From an optimization exercise on the open Yosys and OpenROAD flow, aimed at small area, a short achievable clock period and few clock cycles per item; shortcuts taken in it are not production practice. The RTL was checked by simulation tests, not by an equivalence proof against the original design. No activity file was given, so power comes from the tool's default toggle rates.

==> inputs of run G <==
==> flow/design.v <==
`timescale 1ns / 1ps
package rrts_pkg;
   localparam int TIME_W  = 16;
   localparam int BURST_W = 16;
   localparam int TASK_W  = 5;
   localparam logic [TIME_W-1:0] TIME_MAX = {TIME_W{1'b1}};
   localparam logic OP_LOAD = 1'b0;
   localparam logic OP_TICK = 1'b1;
   typedef logic [TIME_W-1:0]  time_type;
   typedef logic [BURST_W-1:0] burst_type;
   typedef logic [TASK_W-1:0]  task_type;
   typedef struct packed {
      logic empty;
      logic full;
   } fifo_status_type;
endpackage
`timescale 1ns / 1ps
module rrts_task_table #(
   parameter int MAX_TASKS = 32,
   parameter int IW        = 5
) (
   input  logic                 clock,
   input  logic [MAX_TASKS-1:0] arr_we,
   input  rrts_pkg::time_type   arr_wdata,
   input  logic [MAX_TASKS-1:0] rem_we,
   input  rrts_pkg::burst_type  rem_wdata,
   input  rrts_pkg::time_type   cmp_time,
   output logic [MAX_TASKS-1:0] arr_match,
   input  logic [IW-1:0]        rem_rd_addr,
   output rrts_pkg::burst_type  rem_rdata
);
   rrts_pkg::time_type  arrival_mem   [MAX_TASKS];
   rrts_pkg::burst_type remaining_mem [MAX_TASKS];
   always_ff @(posedge clock) begin
      for (int i = 0; i < MAX_TASKS; i++) begin
         if (arr_we[i]) begin
            arrival_mem[i] <= arr_wdata;
         end
         if (rem_we[i]) begin
            remaining_mem[i] <= rem_wdata;
         end
      end
   end
   always_comb begin
      for (int i = 0; i < MAX_TASKS; i++) begin
         arr_match[i] = (arrival_mem[i] == cmp_time);
      end
   end
   assign rem_rdata = remaining_mem[rem_rd_addr];
endmodule
`timescale 1ns / 1ps
module rrts_ready_fifo #(
   parameter int MAX_TASKS = 32,
   parameter int IW        = 5,
   parameter int CW        = 6
) (
   input  logic           clock,
   input  logic           reset,
   input  logic           pop,
   input  logic [1:0]     npush,
   input  logic [IW-1:0]  push_a,
   input  logic [IW-1:0]  push_b,
   output logic [IW-1:0]  head,
   output logic [IW-1:0]  second,
   output logic           empty,
   output logic           multi,
   output logic [IW-1:0]  second_in,    
   output logic           multi_in      
);
   logic [IW-1:0]        q_ff [MAX_TASKS];
   logic [MAX_TASKS-1:0] vld_ff;
   logic [MAX_TASKS+1:0] vx;       
   assign empty  = !vld_ff[0];
   assign multi  = vld_ff[1];
   assign head   = q_ff[0];
   assign second = q_ff[1];
   assign vx     = {1'b0, vld_ff, 1'b1};
   logic [IW-1:0] q_in [MAX_TASKS];
   always_comb begin
      for (int k = 0; k < MAX_TASKS; k++) begin
         if (pop) begin
            if (vx[k + 2]) begin
               q_in[k] = q_ff[(k + 1) % MAX_TASKS];
            end else if (vx[k + 1]) begin
               q_in[k] = push_a;
            end else begin
               q_in[k] = push_b;
            end
         end else begin
            if (vx[k + 1]) begin
               q_in[k] = q_ff[k];
            end else if (vx[k]) begin
               q_in[k] = push_a;
            end else begin
               q_in[k] = push_b;
            end
         end
      end
   end
   always_ff @(posedge clock) begin
      for (int k = 0; k < MAX_TASKS; k++) begin
         q_ff[k] <= q_in[k];
      end
   end
   assign second_in = q_in[1];
   logic [MAX_TASKS-1:0] vld_dn, vld_up1, vld_up2;
   assign vld_dn  = {1'b0, vld_ff[MAX_TASKS-1:1]};
   assign vld_up1 = {vld_ff[MAX_TASKS-2:0], 1'b1};
   assign vld_up2 = {vld_ff[MAX_TASKS-3:0], 2'b11};
   logic [MAX_TASKS-1:0] vld_in;
   always_comb begin
      case ({pop, npush})
         3'b100:         vld_in = vld_dn;
         3'b001, 3'b110: vld_in = vld_up1;
         3'b010:         vld_in = vld_up2;
         default:        vld_in = vld_ff;
      endcase
   end
   assign multi_in = vld_in[1];
   always_ff @(posedge clock) begin
      if (reset) begin
         vld_ff <= '0;
      end else begin
         vld_ff <= vld_in;
      end
   end
endmodule
`timescale 1ns / 1ps
module round_robin_tick_scheduler #(
   parameter int MAX_TASKS = 32
) (
   input  logic                 clock,
   input  logic                 reset,
   input  logic                 req_valid,
   output logic                 req_ready,
   input  logic                 req_operation,
   input  logic [15:0]          req_arrival_time,
   input  logic [15:0]          req_burst_length,
   output logic                 rsp_valid,
   input  logic                 rsp_ready,
   output logic [4:0]           rsp_task_index,
   output logic                 rsp_idle,
   output logic                 rsp_finished,
   output logic [15:0]          rsp_slot_time
);
   localparam int IW = (MAX_TASKS > 1) ? $clog2(MAX_TASKS) : 1;
   localparam int CW = $clog2(MAX_TASKS + 1);
   localparam logic [CW-1:0] FULL_CNT = CW'(MAX_TASKS);
   typedef struct packed {
      logic [MAX_TASKS-1:0] mask;
      logic                 any;
      logic                 more;
      logic [IW-1:0]        low;
   } arr_set_type;
   function automatic arr_set_type encode(logic [MAX_TASKS-1:0] m);
      arr_set_type r;
      r.mask = m;
      r.any  = 1'b0;
      r.more = 1'b0;
      r.low  = '0;
      for (int i = MAX_TASKS - 1; i >= 0; i--) begin
         if (m[i]) begin
            r.more = r.any;
            r.any  = 1'b1;
            r.low  = IW'(i);
         end
      end
      encode = r;
   endfunction
   logic                p_vld_ff;
   logic                p_op_ff;
   logic                p_arr0_ff;    
   rrts_pkg::time_type  p_arr_ff;
   rrts_pkg::burst_type p_len_ff;
   logic [CW-1:0]       loaded_ff;
   rrts_pkg::time_type  x1_ff, x2_ff, x3_ff;    
   logic                x1v_ff, x2v_ff, x3v_ff;  
   logic                tzero_ff;
   arr_set_type         arr1_ff;
   logic [MAX_TASKS-1:0] arr2_ff;
   logic                stall_ff;
   logic                rj_vld_ff;
   logic [IW-1:0]       rj_idx_ff;
   rrts_pkg::burst_type head_rem_ff;
   logic                rsp_valid_ff;
   rrts_pkg::task_type  rsp_task_ff;
   logic                rsp_idle_ff;
   logic                rsp_fin_ff;
   rrts_pkg::time_type  rsp_slot_ff;
   logic                skid_vld_ff;
   rrts_pkg::task_type  skid_task_ff;
   logic                skid_idle_ff;
   logic                skid_fin_ff;
   logic                p_go;
   logic                is_tick;
   logic                is_load;
   logic                load_ok;
   logic                load_arr0;
   logic                eq1, eq2;
   logic [MAX_TASKS-1:0] ld_sel;
   logic [MAX_TASKS-1:0] run_sel;
   logic [MAX_TASKS-1:0] lmask;
   logic [MAX_TASKS-1:0] arr_match;
   logic [MAX_TASKS-1:0] rem_we;
   rrts_pkg::burst_type rem_wdata;
   rrts_pkg::burst_type rem_rdata;
   logic [IW-1:0]       rem_rd_addr;
   rrts_pkg::burst_type rem_dec;
   logic [IW-1:0]       head;
   logic [IW-1:0]       second;
   logic                q_empty;
   logic                q_multi;
   logic                pop;
   logic [1:0]          npush;
   logic [IW-1:0]       push_a;
   logic [IW-1:0]       push_b;
   logic                ran;
   logic                head_last;
   logic                fin;
   logic                rejoin;
   logic                step;
   logic                stall_in;
   logic                consume_more;
   rrts_pkg::time_type  slot_time;
   logic go_ff;
   logic p_vld_in;
   logic p_op_in;
   logic skid_vld_in;
   assign p_go      = go_ff;
   assign req_ready = !p_vld_ff || go_ff;
   assign p_vld_in  = req_ready ? req_valid : p_vld_ff;
   assign p_op_in   = req_ready ? req_operation : p_op_ff;
   always_ff @(posedge clock) begin
      if (reset) begin
         p_vld_ff <= 1'b0;
         go_ff    <= 1'b0;
      end else begin
         p_vld_ff <= p_vld_in;
         go_ff    <= p_vld_in && !stall_in && (!p_op_in || !skid_vld_in);
      end
   end
   always_ff @(posedge clock) begin
      if (req_ready) begin
         p_arr0_ff <= (req_arrival_time == '0);
         p_op_ff  <= req_operation;
         p_arr_ff <= req_arrival_time;
         p_len_ff <= req_burst_length;
      end
   end
   assign is_tick   = p_go && (p_op_ff == rrts_pkg::OP_TICK);
   assign is_load   = p_go && (p_op_ff == rrts_pkg::OP_LOAD);
   assign load_ok   = is_load && !loaded_ff[CW-1];    
   assign load_arr0 = load_ok && tzero_ff && p_arr0_ff;
   assign eq1       = x1v_ff && (p_arr_ff == x1_ff);
   assign eq2       = x2v_ff && (p_arr_ff == x2_ff);
   assign pop       = is_tick && !q_empty;
   assign ran       = pop;
   assign head_last = (head_rem_ff[15:1] == '0);
   assign fin       = ran && head_last;
   assign rejoin    = ran && !head_last;
   assign rem_dec   = (head_rem_ff == '0) ? '0 : head_rem_ff - 1'b1;
   always_comb begin
      for (int i = 0; i < MAX_TASKS; i++) begin
         ld_sel[i]  = load_ok && (loaded_ff[IW-1:0] == IW'(i));
         run_sel[i] = ran && (head == IW'(i));
         lmask[i]   = (CW'(i) < loaded_ff);
      end
   end
   assign rem_we      = ld_sel | run_sel;
   assign rem_wdata   = is_load ? p_len_ff : rem_dec;
   logic [IW-1:0] rd_addr_ff;
   logic [IW-1:0] second_in;
   logic          multi_in;
   arr_set_type   arr1_in;
   assign rem_rd_addr = rd_addr_ff;
   rrts_task_table #(
      .MAX_TASKS (MAX_TASKS),
      .IW        (IW)
   ) u_table (
      .clock       (clock),
      .arr_we      (ld_sel),
      .arr_wdata   (p_arr_ff),
      .rem_we      (rem_we),
      .rem_wdata   (rem_wdata),
      .cmp_time    (x3_ff),
      .arr_match   (arr_match),
      .rem_rd_addr (rem_rd_addr),
      .rem_rdata   (rem_rdata)
   );
   always_comb begin
      npush        = 2'd0;
      push_a       = head;
      push_b       = head;
      stall_in     = 1'b0;
      consume_more = 1'b0;
      if (stall_ff) begin
         push_a = arr1_ff.low;
         push_b = rj_idx_ff;
         if (arr1_ff.more) begin
            npush        = 2'd1;
            stall_in     = 1'b1;
            consume_more = 1'b1;
         end else begin
            npush = rj_vld_ff ? 2'd2 : 2'd1;
         end
      end else if (is_tick) begin
         if (arr1_ff.any) begin
            push_a = arr1_ff.low;
            if (arr1_ff.more) begin
               npush        = 2'd1;
               stall_in     = 1'b1;
               consume_more = 1'b1;
            end else begin
               npush = rejoin ? 2'd2 : 2'd1;
            end
         end else begin
            npush = rejoin ? 2'd1 : 2'd0;
         end
      end else if (load_arr0) begin
         push_a = loaded_ff[IW-1:0];
         npush  = 2'd1;
      end
   end
   assign step = (is_tick || stall_ff) && !consume_more;
   rrts_ready_fifo #(
      .MAX_TASKS (MAX_TASKS),
      .IW        (IW),
      .CW        (CW)
   ) u_fifo (
      .clock  (clock),
      .reset  (reset),
      .pop    (pop),
      .npush  (npush),
      .push_a (push_a),
      .push_b (push_b),
      .head   (head),
      .second (second),
      .empty     (q_empty),
      .multi     (q_multi),
      .second_in (second_in),
      .multi_in  (multi_in)
   );
   always_comb begin
      arr1_in = arr1_ff;
      if (consume_more) begin
         arr1_in = encode(arr1_ff.mask & ~(MAX_TASKS'(1) << arr1_ff.low));
      end else if (step) begin
         arr1_in = encode(arr2_ff);
      end else if (load_ok && eq1) begin
         arr1_in.mask = arr1_ff.mask | ld_sel;
         arr1_in.any  = 1'b1;
         arr1_in.more = arr1_ff.any;
         if (!arr1_ff.any) begin
            arr1_in.low = loaded_ff[IW-1:0];
         end
      end
   end
   always_ff @(posedge clock) begin
      if (reset) begin
         loaded_ff <= '0;
         x1_ff     <= 16'd1;
         x2_ff     <= 16'd2;
         x3_ff     <= 16'd3;
         x1v_ff    <= 1'b1;
         x2v_ff    <= 1'b1;
         x3v_ff    <= 1'b1;
         tzero_ff  <= 1'b1;
         stall_ff  <= 1'b0;
         arr1_ff   <= '0;
         arr2_ff   <= '0;
         rd_addr_ff <= '0;
      end else begin
         if (load_ok) begin
            loaded_ff <= loaded_ff + 1'b1;
         end
         if (step) begin
            tzero_ff <= 1'b0;
            if (x1v_ff) begin
               x1_ff  <= x2_ff;
               x2_ff  <= x3_ff;
               x3_ff  <= x3_ff + 1'b1;
               x1v_ff <= x2v_ff;
               x2v_ff <= x3v_ff;
               x3v_ff <= x3v_ff && (x3_ff != rrts_pkg::TIME_MAX);
            end
         end
         stall_ff <= stall_in;
         arr1_ff  <= arr1_in;
         rd_addr_ff <= multi_in ? second_in : arr1_in.low;
         if (step) begin
            arr2_ff <= x3v_ff ? (arr_match & lmask) : '0;
         end else if (load_ok && eq2) begin
            arr2_ff <= arr2_ff | ld_sel;
         end
      end
   end
   always_ff @(posedge clock) begin
      if (is_tick) begin
         rj_vld_ff <= rejoin;
         rj_idx_ff <= head;
      end
      if (is_tick) begin
         if (q_multi || arr1_ff.any) begin
            head_rem_ff <= rem_rdata;
         end else if (rejoin) begin
            head_rem_ff <= rem_dec;
         end
      end else if (load_arr0 && q_empty) begin
         head_rem_ff <= p_len_ff;
      end
   end
   logic take;
   assign take      = rsp_valid_ff && rsp_ready;
   assign slot_time = x1v_ff ? (x1_ff - 1'b1) : rrts_pkg::TIME_MAX;
   always_comb begin
      skid_vld_in = skid_vld_ff;
      if (skid_vld_ff) begin
         if (take) skid_vld_in = 1'b0;
      end else if (is_tick && rsp_valid_ff && !take) begin
         skid_vld_in = 1'b1;
      end
   end
   always_ff @(posedge clock) begin
      if (reset) begin
         rsp_valid_ff <= 1'b0;
         skid_vld_ff  <= 1'b0;
      end else begin
         if (skid_vld_ff) begin
            rsp_valid_ff <= 1'b1;
         end else if (is_tick) begin
            rsp_valid_ff <= 1'b1;
         end else if (take) begin
            rsp_valid_ff <= 1'b0;
         end
         skid_vld_ff <= skid_vld_in;
      end
   end
   always_ff @(posedge clock) begin
      if (skid_vld_ff) begin
         if (take) begin
            rsp_task_ff <= skid_task_ff;
            rsp_idle_ff <= skid_idle_ff;
            rsp_fin_ff  <= skid_fin_ff;
            rsp_slot_ff <= (rsp_slot_ff == rrts_pkg::TIME_MAX) ? rsp_slot_ff
                                                              : rsp_slot_ff + 1'b1;
         end
      end else if (is_tick) begin
         if (!rsp_valid_ff || take) begin
            rsp_task_ff <= q_empty ? '0 : head;
            rsp_idle_ff <= q_empty;
            rsp_fin_ff  <= fin;
            rsp_slot_ff <= slot_time;
         end else begin
            skid_task_ff <= q_empty ? '0 : head;
            skid_idle_ff <= q_empty;
            skid_fin_ff  <= fin;
         end
      end
   end
   assign rsp_valid      = rsp_valid_ff;
   assign rsp_task_index = rsp_task_ff;
   assign rsp_idle       = rsp_idle_ff;
   assign rsp_finished   = rsp_fin_ff;
   assign rsp_slot_time  = rsp_slot_ff;
endmodule
==> flow/run.sh <==
#!/bin/bash
# synth_recipe.tcl (not shown) runs the flow's synth.tcl, then flattens the netlist and writes it again
# the make line also repeats each setting of config.mk as NAME=value (left out here)
make -C /OpenROAD-flow-scripts/flow DESIGN_CONFIG=/design/flow/config.mk WORK_HOME=/design/flow/orfs CLKGATE_MAP_FILE= SYNTH_SCRIPT=/design/flow/synth_recipe.tcl finish
==> flow/config.mk <==
export PLATFORM = sky130hd
export DESIGN_NAME = round_robin_tick_scheduler
export DESIGN_NICKNAME = round_robin_tick_scheduler
export VERILOG_FILES = /design/flow/design.v
export SDC_FILE = /design/flow/constraint.sdc
export NUM_CORES = 4
export LEC_CHECK = 0
export CAP_MARGIN = 20
export CORE_MARGIN = 2
export CORE_UTILIZATION = 40
export PLACE_DENSITY = 0.6
export SETUP_SLACK_MARGIN = 2.5
export SLEW_MARGIN = 20
==> flow/constraint.sdc <==
create_clock -name core_clock -period 5.0 [get_ports {clock}]
set_input_delay 1.0000 -clock core_clock [delete_from_list [all_inputs] [get_ports {clock}]]
set_output_delay 1.0000 -clock core_clock [all_outputs]
set_load 0.01 [all_outputs]
==> run A (differences from run G) <==
--- a/flow/design.v
+++ b/flow/design.v
@@ -64,7 +64,5 @@
    output logic [IW-1:0]  second,
    output logic           empty,
-   output logic           multi,
-   output logic [IW-1:0]  second_in,    
-   output logic           multi_in      
+   output logic           multi
 );
    logic [IW-1:0]        q_ff [MAX_TASKS];
@@ -76,51 +74,40 @@
    assign second = q_ff[1];
    assign vx     = {1'b0, vld_ff, 1'b1};
-   logic [IW-1:0] q_in [MAX_TASKS];
-   always_comb begin
+   always_ff @(posedge clock) begin
       for (int k = 0; k < MAX_TASKS; k++) begin
          if (pop) begin
             if (vx[k + 2]) begin
-               q_in[k] = q_ff[(k + 1) % MAX_TASKS];
+               q_ff[k] <= q_ff[(k + 1) % MAX_TASKS];
             end else if (vx[k + 1]) begin
-               q_in[k] = push_a;
+               q_ff[k] <= push_a;
             end else begin
-               q_in[k] = push_b;
+               q_ff[k] <= push_b;
             end
          end else begin
             if (vx[k + 1]) begin
-               q_in[k] = q_ff[k];
+               q_ff[k] <= q_ff[k];
             end else if (vx[k]) begin
-               q_in[k] = push_a;
+               q_ff[k] <= push_a;
             end else begin
-               q_in[k] = push_b;
+               q_ff[k] <= push_b;
             end
          end
       end
    end
-   always_ff @(posedge clock) begin
-      for (int k = 0; k < MAX_TASKS; k++) begin
-         q_ff[k] <= q_in[k];
-      end
-   end
-   assign second_in = q_in[1];
    logic [MAX_TASKS-1:0] vld_dn, vld_up1, vld_up2;
    assign vld_dn  = {1'b0, vld_ff[MAX_TASKS-1:1]};
    assign vld_up1 = {vld_ff[MAX_TASKS-2:0], 1'b1};
    assign vld_up2 = {vld_ff[MAX_TASKS-3:0], 2'b11};
-   logic [MAX_TASKS-1:0] vld_in;
-   always_comb begin
-      case ({pop, npush})
-         3'b100:         vld_in = vld_dn;
-         3'b001, 3'b110: vld_in = vld_up1;
-         3'b010:         vld_in = vld_up2;
-         default:        vld_in = vld_ff;
-      endcase
-   end
-   assign multi_in = vld_in[1];
    always_ff @(posedge clock) begin
       if (reset) begin
          vld_ff <= '0;
       end else begin
-         vld_ff <= vld_in;
+         case ({pop, npush})
+            3'b100:         vld_ff <= vld_dn;
+            3'b001, 3'b110: vld_ff <= vld_up1;
+            3'b010:         vld_ff <= vld_up2;
+            3'b111:         vld_ff <= vld_up1;
+            default:        vld_ff <= vld_ff;
+         endcase
       end
    end
@@ -170,5 +157,4 @@
    logic                p_vld_ff;
    logic                p_op_ff;
-   logic                p_arr0_ff;    
    rrts_pkg::time_type  p_arr_ff;
    rrts_pkg::burst_type p_len_ff;
@@ -242,5 +228,4 @@
    always_ff @(posedge clock) begin
       if (req_ready) begin
-         p_arr0_ff <= (req_arrival_time == '0);
          p_op_ff  <= req_operation;
          p_arr_ff <= req_arrival_time;
@@ -250,6 +235,6 @@
    assign is_tick   = p_go && (p_op_ff == rrts_pkg::OP_TICK);
    assign is_load   = p_go && (p_op_ff == rrts_pkg::OP_LOAD);
-   assign load_ok   = is_load && !loaded_ff[CW-1];    
-   assign load_arr0 = load_ok && tzero_ff && p_arr0_ff;
+   assign load_ok   = is_load && (loaded_ff != FULL_CNT);
+   assign load_arr0 = load_ok && tzero_ff && (p_arr_ff == '0);
    assign eq1       = x1v_ff && (p_arr_ff == x1_ff);
    assign eq2       = x2v_ff && (p_arr_ff == x2_ff);
@@ -269,9 +254,5 @@
    assign rem_we      = ld_sel | run_sel;
    assign rem_wdata   = is_load ? p_len_ff : rem_dec;
-   logic [IW-1:0] rd_addr_ff;
-   logic [IW-1:0] second_in;
-   logic          multi_in;
-   arr_set_type   arr1_in;
-   assign rem_rd_addr = rd_addr_ff;
+   assign rem_rd_addr = q_multi ? second : arr1_ff.low;
    rrts_task_table #(
       .MAX_TASKS (MAX_TASKS),
@@ -336,24 +317,7 @@
       .head   (head),
       .second (second),
-      .empty     (q_empty),
-      .multi     (q_multi),
-      .second_in (second_in),
-      .multi_in  (multi_in)
+      .empty  (q_empty),
+      .multi  (q_multi)
    );
-   always_comb begin
-      arr1_in = arr1_ff;
-      if (consume_more) begin
-         arr1_in = encode(arr1_ff.mask & ~(MAX_TASKS'(1) << arr1_ff.low));
-      end else if (step) begin
-         arr1_in = encode(arr2_ff);
-      end else if (load_ok && eq1) begin
-         arr1_in.mask = arr1_ff.mask | ld_sel;
-         arr1_in.any  = 1'b1;
-         arr1_in.more = arr1_ff.any;
-         if (!arr1_ff.any) begin
-            arr1_in.low = loaded_ff[IW-1:0];
-         end
-      end
-   end
    always_ff @(posedge clock) begin
       if (reset) begin
@@ -369,5 +333,4 @@
          arr1_ff   <= '0;
          arr2_ff   <= '0;
-         rd_addr_ff <= '0;
       end else begin
          if (load_ok) begin
@@ -386,6 +349,16 @@
          end
          stall_ff <= stall_in;
-         arr1_ff  <= arr1_in;
-         rd_addr_ff <= multi_in ? second_in : arr1_in.low;
+         if (consume_more) begin
+            arr1_ff <= encode(arr1_ff.mask & ~(MAX_TASKS'(1) << arr1_ff.low));
+         end else if (step) begin
+            arr1_ff <= encode(arr2_ff);
+         end else if (load_ok && eq1) begin
+            arr1_ff.mask <= arr1_ff.mask | ld_sel;
+            arr1_ff.any  <= 1'b1;
+            arr1_ff.more <= arr1_ff.any;
+            if (!arr1_ff.any) begin
+               arr1_ff.low <= loaded_ff[IW-1:0];
+            end
+         end
          if (step) begin
             arr2_ff <= x3v_ff ? (arr_match & lmask) : '0;
==> flow_summary_export.csv <==
group,metric,value,unit
run_status,status,"finished clean",
worst_setup_path,crit_chain,"nor4_4 > nand4_1 > o31ai_4 > a21oi_4 > xnor2_2 > nand2b_4 > buf_12 > buf_16 > o22ai_4 > nor4_2",
placement,dp_hpwl,122,mm
synth,synth_compound_area_share,11.8,%
pwr,seq-power,14400,uW
synth,netlist_instances,5119,
synth,synth_xor_area_share,8.22,%
cells_and_area,clkCellAreaFrac,6.21,%
cells_and_area,register_area,40000,um^2
[end of results for run A]
==> flow_summary_export.csv <==
group,metric,value,unit
worst_setup_path,crit_end,"rd_addr_ff[1]",
synth,syn_nets,5053,
die,die_x,398,um
pwr,p_comb_share,13.9,%
grt,antenna_found_initial,3,
worst_setup_path,crit_chain,"or4_4 > nand2b_4 > nor4_4 > and3_4 > buf_12 > nor2_4 > a211oi_4 > or4b_1 > o221a_1",
pwr,seq-power,14100,uW
synth,synthSimpleGateAreaFrac,9.41,%
synth,synth_compound_area_share,12.2,%
synth,netlist_instances,5006,
cells_and_area,clkCellAreaFrac,6.42,%
cells_and_area,register_area,40100,um^2
placement,dp_hpwl,120,mm
run_status,status,"finished clean",
worst_setup_path,reg2reg_depth,9,
synth,synth_xor_area_share,8.45,%
[end of results for run G]
Testbench counts of run G, summed over its fixed seeds: cycles 3,508, ticks 3,200.
Testbench counts of run A, summed over its fixed seeds: cycles 3,508, ticks 3,200.

port drivers added, routing unchanged:
The results above use ideal ports. As a check the final layouts listed here were re-extracted and re-timed, cells and wires unchanged. Step 1 assumes that a clkbuf_16 drives the clock port and a buf_2 every other input. Step 2, shift: input delay + t, output delay - t, t = (earliest + latest rising clock arrival at the registers) / 2. This alone moves slack from input paths to output paths. a / b / c = no drivers / after step 1 / after step 2; a / b = the first two.
| run | shift t [ns] | setup slack, ns | worst hold slack (ns) | slew at the worst register clock pin (ns) | cell pins on the clock port's net |
|---|---|---|---|---|---|
| run G | 0.879 | 2.148 / 2.148 / 2.000 | 0.484 / 0.484 / 0.484 | 0.07 / 0.07 | 1 |
| run A | 0.867 | 2.120 / 2.120 / 1.771 | 0.485 / 0.485 / 0.485 | 0.07 / 0.07 | 1 |
After both steps every run listed still meets setup and hold. For run A, which loses most, drivers alone change the setup slack by 0.000 ns; drivers and shift together by -0.349 ns.
